Context: an optimization exercise on an open-source flow, tuned for small area, a short achievable clock period and few clock cycles per item. The choices shown serve that exercise and are no tape-out recipe. At most, simulation tests tie the RTL to the original design; equivalence was not proved. Power is estimated from default activity; no workload was simulated.

==> lagoon: inputs <==
## w4a8_gemm_top
module w4a8_gemm_top (
  input  wire         ap_clk,
  input  wire         areset,
  input  wire         ap_start,
  input  wire         write_result,
  input  wire         a_req,
  input  wire  [31:0] a_data,
  input  wire         b_req,
  input  wire  [31:0] b_data,
  input  wire         out_ready,
  output wire         ap_idle,
  output wire         ap_done,
  output wire         ap_ready,
  output wire         a_ack,
  output wire         b_ack,
  output wire         out_valid,
  output wire  [31:0] out_data
);
==> module w4a8_gemm_top, before the edit <==
module w4a8_gemm_top (
  input  wire         ap_clk,
  input  wire         areset,
  input  wire         ap_start,
  input  wire         write_result,
  input  wire         a_req,
  input  wire  [31:0] a_data,
  input  wire         b_req,
  input  wire  [31:0] b_data,
  input  wire         out_ready,
  output wire         ap_idle,
  output wire         ap_done,
  output wire         ap_ready,
  output wire         a_ack,
  output wire         b_ack,
  output wire         out_valid,
  output wire  [31:0] out_data
);
  logic        run;        
  logic        done_q;
  logic        wr_q;
  logic        ack_a, ack_b;
  logic [1:0]  a_cnt;      
  logic        b_got;      
  logic [2:0]  wcnt;       
  logic        pv;         
  logic        ov;         
  logic [48-1:0] preg;
  logic [13:0] oreg;
  logic [31:0] areg;
  logic [31:0] breg;
  logic [48-1:0] part;
  logic [13:0] dot;
  wire xfer    = ov & out_ready;
  wire adv     = pv & (~ov | out_ready);
  wire take_a  = run & a_req & ~ack_a & (a_cnt == 2'd0 | (a_cnt == 2'd1 & (~wr_q | wcnt[1])));
  wire take_b  = run & b_req & ~ack_b & ~b_got;
  wire row_in  = wcnt[1] ? (a_cnt == 2'd2) : (a_cnt == 2'd1);
  wire issue   = run & wr_q & ~wcnt[2] & b_got & row_in & (~pv | adv);
  wire tiles   = (a_cnt == 2'd2) & ~ack_a & b_got & ~ack_b;
  wire fin     = run & tiles & (~wr_q | (wcnt[2] & ~pv & (~ov | out_ready)));
  tile_mac_s1 mac_s1 (
    .a_row (areg),
    .b_row (wcnt[0] ? breg[31:16] : breg[15:0]),
    .part  (part)
  );
  tile_mac_s2 mac_s2 (
    .part  (preg),
    .dot   (dot)
  );
  always_ff @(posedge ap_clk) begin
    if (areset) begin
      run    <= 1'b0;
      done_q <= 1'b0;
      wr_q   <= 1'b0;
      ack_a  <= 1'b0;
      ack_b  <= 1'b0;
      a_cnt  <= '0;
      b_got  <= 1'b0;
      wcnt   <= '0;
      pv     <= 1'b0;
      ov     <= 1'b0;
    end else begin
      done_q <= fin;
      if (~run) begin
        if (ap_start & ~done_q) begin
          run   <= 1'b1;
          wr_q  <= write_result;
          a_cnt <= '0;
          b_got <= 1'b0;
          wcnt  <= '0;
        end
      end else if (fin) begin
        run <= 1'b0;
      end
      if (take_a) begin
        ack_a <= 1'b1;
        a_cnt <= a_cnt + 2'd1;
      end else if (~a_req) begin
        ack_a <= 1'b0;
      end
      if (take_b) begin
        ack_b <= 1'b1;
        b_got <= 1'b1;
      end else if (~b_req) begin
        ack_b <= 1'b0;
      end
      if (issue) begin
        pv   <= 1'b1;
        wcnt <= wcnt + 3'd1;
      end else if (adv) begin
        pv   <= 1'b0;
      end
      if (adv) begin
        ov   <= 1'b1;
      end else if (xfer) begin
        ov   <= 1'b0;
      end
    end
  end
  always_ff @(posedge ap_clk) begin
    if (take_a) areg <= a_data;
    if (take_b) breg <= b_data;
    if (issue)  preg <= part;
    if (adv)    oreg <= dot;
  end
  assign ap_idle   = ~run;
  assign ap_done   = done_q;
  assign ap_ready  = done_q;
  assign a_ack     = ack_a;
  assign b_ack     = ack_b;
  assign out_valid = ov;
  assign out_data  = {{18{oreg[13]}}, oreg};
endmodule
clock: 8.0 ns
lec_check: 0
cap_margin: 20
core_margin: 2
core_utilization: 40
setup_slack_margin: 5
slew_margin: 20
run.sh (not shown) runs the stock make flow with config.mk's settings and CLKGATE_MAP_FILE= SYNTH_SCRIPT=/design/flow/synth_recipe.tcl, a recipe that flattens the netlist after the stock synthesis.
==> inputs of ember, as changes to lagoon <==
--- a/flow/design.v
+++ b/flow/design.v
@@ -284,7 +284,9 @@
   logic        ack_a, ack_b;
   logic [1:0]  a_cnt;      
   logic        b_got;      
-  logic [2:0]  wcnt;       
+  logic [2:0]  cur;        
+  logic [2:0]  sq;         
+  logic [2:0]  pw;         
   logic        pv;         
   logic        ov;         
   logic [48-1:0] preg;
@@ -294,16 +296,21 @@
   logic [48-1:0] part;
   logic [13:0] dot;
   wire xfer    = ov & out_ready;
-  wire adv     = pv & (~ov | out_ready);
-  wire take_a  = run & a_req & ~ack_a & (a_cnt == 2'd0 | (a_cnt == 2'd1 & (~wr_q | wcnt[1])));
+  function automatic logic ok(input logic [2:0] w);
+    ok = run & wr_q & b_got & ~w[2] & (w[1] ? (a_cnt == 2'd2) : (a_cnt == 2'd1));
+  endfunction
+  wire load    = run & wr_q & pv & (pw == cur) & (~ov | out_ready);
+  wire [2:0] cur_n = cur + {2'b0, load};
+  wire sq_ok   = ok(sq);
+  wire [2:0] sq_n  = (sq_ok & (sq == cur_n)) ? cur_n + 3'd1 : cur_n;
+  wire take_a  = run & a_req & ~ack_a &
+                 (a_cnt == 2'd0 | (a_cnt == 2'd1 & (~wr_q | cur[1] | (cur[0] & load))));
   wire take_b  = run & b_req & ~ack_b & ~b_got;
-  wire row_in  = wcnt[1] ? (a_cnt == 2'd2) : (a_cnt == 2'd1);
-  wire issue   = run & wr_q & ~wcnt[2] & b_got & row_in & (~pv | adv);
   wire tiles   = (a_cnt == 2'd2) & ~ack_a & b_got & ~ack_b;
-  wire fin     = run & tiles & (~wr_q | (wcnt[2] & ~pv & (~ov | out_ready)));
+  wire fin     = run & tiles & (~wr_q | (cur[2] & (~ov | out_ready)));
   tile_mac_s1 mac_s1 (
     .a_row (areg),
-    .b_row (wcnt[0] ? breg[31:16] : breg[15:0]),
+    .b_row (sq[0] ? breg[31:16] : breg[15:0]),
     .part  (part)
   );
   tile_mac_s2 mac_s2 (
@@ -319,7 +326,9 @@
       ack_b  <= 1'b0;
       a_cnt  <= '0;
       b_got  <= 1'b0;
-      wcnt   <= '0;
+      cur    <= '0;
+      sq     <= '0;
+      pw     <= '0;
       pv     <= 1'b0;
       ov     <= 1'b0;
     end else begin
@@ -330,7 +339,8 @@
           wr_q  <= write_result;
           a_cnt <= '0;
           b_got <= 1'b0;
-          wcnt  <= '0;
+          cur   <= '0;
+          sq    <= '0;
         end
       end else if (fin) begin
         run <= 1'b0;
@@ -347,13 +357,13 @@
       end else if (~b_req) begin
         ack_b <= 1'b0;
       end
-      if (issue) begin
-        pv   <= 1'b1;
-        wcnt <= wcnt + 3'd1;
-      end else if (adv) begin
-        pv   <= 1'b0;
+      if (run) begin
+        cur  <= cur_n;
+        sq   <= sq_n;
       end
-      if (adv) begin
+      pw   <= sq;
+      pv   <= sq_ok;
+      if (load) begin
         ov   <= 1'b1;
       end else if (xfer) begin
         ov   <= 1'b0;
@@ -363,8 +373,8 @@
   always_ff @(posedge ap_clk) begin
     if (take_a) areg <= a_data;
     if (take_b) breg <= b_data;
-    if (issue)  preg <= part;
-    if (adv)    oreg <= dot;
+    preg <= part;
+    if (load)   oreg <= dot;
   end
   assign ap_idle   = ~run;
   assign ap_done   = done_q;
==> flow/flow/run.sh (new file) <==
#!/bin/bash
set -euo pipefail
D=$PWD
SETUP_MARGIN=${SETUP_MARGIN:-5}
bash standard.sh synth > synth.log 2>&1
make -C "$FLOW_HOME" DESIGN_CONFIG=$D/config.mk WORK_HOME=$D/orfs CLKGATE_MAP_FILE= \
  SYNTH_SCRIPT=$D/synth_recipe.tcl \
  BUFFER_PORTS_ARGS="-buffer_cell sky130_fd_sc_hd__buf_1" \
  CTS_ARGS="-sink_clustering_enable -repair_clock_nets -dont_use_dummy_load -buf_list {sky130_fd_sc_hd__clkbuf_4 sky130_fd_sc_hd__clkbuf_8}" \
  SETUP_SLACK_MARGIN=$SETUP_MARGIN finish > layout.log 2>&1
R=$D/orfs/results/sky130hd/w4a8_gemm_top/base
: # left out here: write the final layout as DEF
==> flow/standard.sh (new file) <==
#!/bin/bash
# synth_recipe.tcl (not shown) runs the flow's synth.tcl, then flattens the netlist and writes it again
# the make line also repeats each setting of config.mk as NAME=value (left out here)
make -C /OpenROAD-flow-scripts/flow DESIGN_CONFIG=/design/flow/config.mk WORK_HOME=/design/flow/orfs CLKGATE_MAP_FILE= SYNTH_SCRIPT=/design/flow/synth_recipe.tcl "${@:-finish}"
--- a/flow/config.mk
+++ b/flow/config.mk
@@ -7,6 +7,6 @@
 export LEC_CHECK = 0
 export CAP_MARGIN = 20
 export CORE_MARGIN = 2
-export CORE_UTILIZATION = 40
-export SETUP_SLACK_MARGIN = 5
+export CORE_UTILIZATION = 55
+export CTS_BUF_LIST = sky130_fd_sc_hd__clkbuf_4 sky130_fd_sc_hd__clkbuf_8
 export SLEW_MARGIN = 20
removed: flow/run.sh
==> inputs of violet, as changes to lagoon <==
--- a/flow/design.v
+++ b/flow/design.v
@@ -284,7 +284,9 @@
   logic        ack_a, ack_b;
   logic [1:0]  a_cnt;      
   logic        b_got;      
-  logic [2:0]  wcnt;       
+  logic [2:0]  cur;        
+  logic [2:0]  sq;         
+  logic [2:0]  pw;         
   logic        pv;         
   logic        ov;         
   logic [48-1:0] preg;
@@ -294,16 +296,21 @@
   logic [48-1:0] part;
   logic [13:0] dot;
   wire xfer    = ov & out_ready;
-  wire adv     = pv & (~ov | out_ready);
-  wire take_a  = run & a_req & ~ack_a & (a_cnt == 2'd0 | (a_cnt == 2'd1 & (~wr_q | wcnt[1])));
+  function automatic logic ok(input logic [2:0] w, input logic a1_in);
+    ok = run & wr_q & b_got & ~w[2] & (w[1] ? (a_cnt == 2'd2 | a1_in) : (a_cnt == 2'd1));
+  endfunction
+  wire load    = run & wr_q & pv & (pw == cur) & (~ov | out_ready);
+  wire [2:0] cur_n = cur + {2'b0, load};
+  wire take_a  = run & a_req & ~ack_a &
+                 (a_cnt == 2'd0 | (a_cnt == 2'd1 & (~wr_q | cur[1] | (cur[0] & load))));
+  wire sq_ok   = ok(sq, take_a);
+  wire [2:0] sq_n  = (sq_ok & (sq == cur_n)) ? cur_n + 3'd1 : cur_n;
   wire take_b  = run & b_req & ~ack_b & ~b_got;
-  wire row_in  = wcnt[1] ? (a_cnt == 2'd2) : (a_cnt == 2'd1);
-  wire issue   = run & wr_q & ~wcnt[2] & b_got & row_in & (~pv | adv);
   wire tiles   = (a_cnt == 2'd2) & ~ack_a & b_got & ~ack_b;
-  wire fin     = run & tiles & (~wr_q | (wcnt[2] & ~pv & (~ov | out_ready)));
+  wire fin     = run & tiles & (~wr_q | (cur[2] & (~ov | out_ready)));
   tile_mac_s1 mac_s1 (
-    .a_row (areg),
-    .b_row (wcnt[0] ? breg[31:16] : breg[15:0]),
+    .a_row ((sq[1] & (a_cnt == 2'd1)) ? a_data : areg),
+    .b_row (sq[0] ? breg[31:16] : breg[15:0]),
     .part  (part)
   );
   tile_mac_s2 mac_s2 (
@@ -319,7 +326,9 @@
       ack_b  <= 1'b0;
       a_cnt  <= '0;
       b_got  <= 1'b0;
-      wcnt   <= '0;
+      cur    <= '0;
+      sq     <= '0;
+      pw     <= '0;
       pv     <= 1'b0;
       ov     <= 1'b0;
     end else begin
@@ -330,7 +339,8 @@
           wr_q  <= write_result;
           a_cnt <= '0;
           b_got <= 1'b0;
-          wcnt  <= '0;
+          cur   <= '0;
+          sq    <= '0;
         end
       end else if (fin) begin
         run <= 1'b0;
@@ -347,13 +357,13 @@
       end else if (~b_req) begin
         ack_b <= 1'b0;
       end
-      if (issue) begin
-        pv   <= 1'b1;
-        wcnt <= wcnt + 3'd1;
-      end else if (adv) begin
-        pv   <= 1'b0;
+      if (run) begin
+        cur  <= cur_n;
+        sq   <= sq_n;
       end
-      if (adv) begin
+      pw   <= sq;
+      pv   <= sq_ok;
+      if (load) begin
         ov   <= 1'b1;
       end else if (xfer) begin
         ov   <= 1'b0;
@@ -363,8 +373,8 @@
   always_ff @(posedge ap_clk) begin
     if (take_a) areg <= a_data;
     if (take_b) breg <= b_data;
-    if (issue)  preg <= part;
-    if (adv)    oreg <= dot;
+    preg <= part;
+    if (load)   oreg <= dot;
   end
   assign ap_idle   = ~run;
   assign ap_done   = done_q;
==> flow/flow/run.sh (new file) <==
#!/bin/bash
set -euo pipefail
D=$PWD
SETUP_MARGIN=${SETUP_MARGIN:-5}
bash standard.sh synth > synth.log 2>&1
make -C "$FLOW_HOME" DESIGN_CONFIG=$D/config.mk WORK_HOME=$D/orfs CLKGATE_MAP_FILE= \
  SYNTH_SCRIPT=$D/synth_recipe.tcl \
  BUFFER_PORTS_ARGS="-buffer_cell sky130_fd_sc_hd__buf_2" \
  CTS_ARGS="-sink_clustering_enable -repair_clock_nets -dont_use_dummy_load -buf_list {sky130_fd_sc_hd__clkbuf_4 sky130_fd_sc_hd__clkbuf_8}" \
  SETUP_SLACK_MARGIN=$SETUP_MARGIN finish > layout.log 2>&1
R=$D/orfs/results/sky130hd/w4a8_gemm_top/base
: # left out here: write the final layout as DEF
==> flow/standard.sh (new file) <==
#!/bin/bash
# synth_recipe.tcl (not shown) runs the flow's synth.tcl, then flattens the netlist and writes it again
# the make line also repeats each setting of config.mk as NAME=value (left out here)
make -C /OpenROAD-flow-scripts/flow DESIGN_CONFIG=/design/flow/config.mk WORK_HOME=/design/flow/orfs CLKGATE_MAP_FILE= SYNTH_SCRIPT=/design/flow/synth_recipe.tcl "${@:-finish}"
--- a/flow/config.mk
+++ b/flow/config.mk
@@ -8,5 +8,5 @@
 export CAP_MARGIN = 20
 export CORE_MARGIN = 2
 export CORE_UTILIZATION = 40
-export SETUP_SLACK_MARGIN = 5
+export CTS_BUF_LIST = sky130_fd_sc_hd__clkbuf_4 sky130_fd_sc_hd__clkbuf_8
 export SLEW_MARGIN = 20
removed: flow/run.sh
==> comparison table <==
| item | violet | ember | lagoon |
|---|---|---|---|
| Run status | no timing/DRC/antenna violations | no timing/DRC/antenna violations | no timing/DRC/antenna violations |
| Length of routed wiring on met1 | 9730 microns | 7780 microns | 8100 microns |
| Die outline width | 154 microns | 128 microns | 150 microns |
| Seq/Total Area, Yosys | 0.404 | 0.433 | 0.469 |
| Detailed route wirelength on metal2 | 10300 microns | 8610 microns | 9100 microns |
| Beginning of the critical path | a_data[5] | out_ready | mac_s2.part[8] |
| Leakage Power | 4.55 nW | 3.90 nW | 4.29 nW |
| Worst Setup Slack, final | 4850 ps | 4970 ps | 4980 ps |
| Total length of routed wires | 21500 microns | 17400 microns | 18500 microns |
| Area of combinational cells with multiple inputs | 5640 sq um | 4590 sq um | 4420 sq um |
| Combinational power | 1.63 mW | 1.55 mW | 244 uW |
| Routed vias/inst | 5.32 | 5.38 | 5.12 |
| Largest net degree at the start of global routing | 28 | 36 | 53 |
| FF/Latch Area | 3650 sq um | 3650 sq um | 3990 sq um |
| Synthesized cell area | 9030 sq um | 8420 sq um | 8490 sq um |
| Power consumption | 3.01 mW | 2.92 mW | 1.86 mW |
| Global-route wire length before repair | 33400 microns | 27200 microns | 29300 microns |
Testbench counts of ember, summed over its fixed seeds: cycles 31,250, jobs 3,200.
For lagoon and violet, only the layout was checked, not whether the RTL still works.

==> re-timing with driven ports <==
Ports are ideal in the flow. The routed layouts listed here were re-timed in OpenROAD. Step 1 assumes that a clkbuf_16 drives the clock port and a buf_2 every other input. Step 2 also shifts input and output timing later by t, the mid clock arrival at the registers, as if the neighbouring blocks saw the same clock. Slacks: ideal / step 1 / step 2; pairs: ideal / step 1.
run	t, ns	setup WS [ns]	clock arrival spread, ns	worst register clock-pin slew, ns	worst data-port slew with drivers (ns)
lagoon	0.467	4.982 / 4.982 / 4.660	0.009 / 0.008	0.06 / 0.06	0.04
ember	0.479	4.971 / 4.977 / 4.498	0.023 / 0.024	0.08 / 0.08	0.03
violet	0.476	4.849 / 4.841 / 4.365	0.027 / 0.028	0.08 / 0.08	0.06
After both steps every run listed still meets setup and hold. For violet, which loses most, drivers alone change the setup slack by -0.008 ns; drivers and shift together by -0.484 ns.
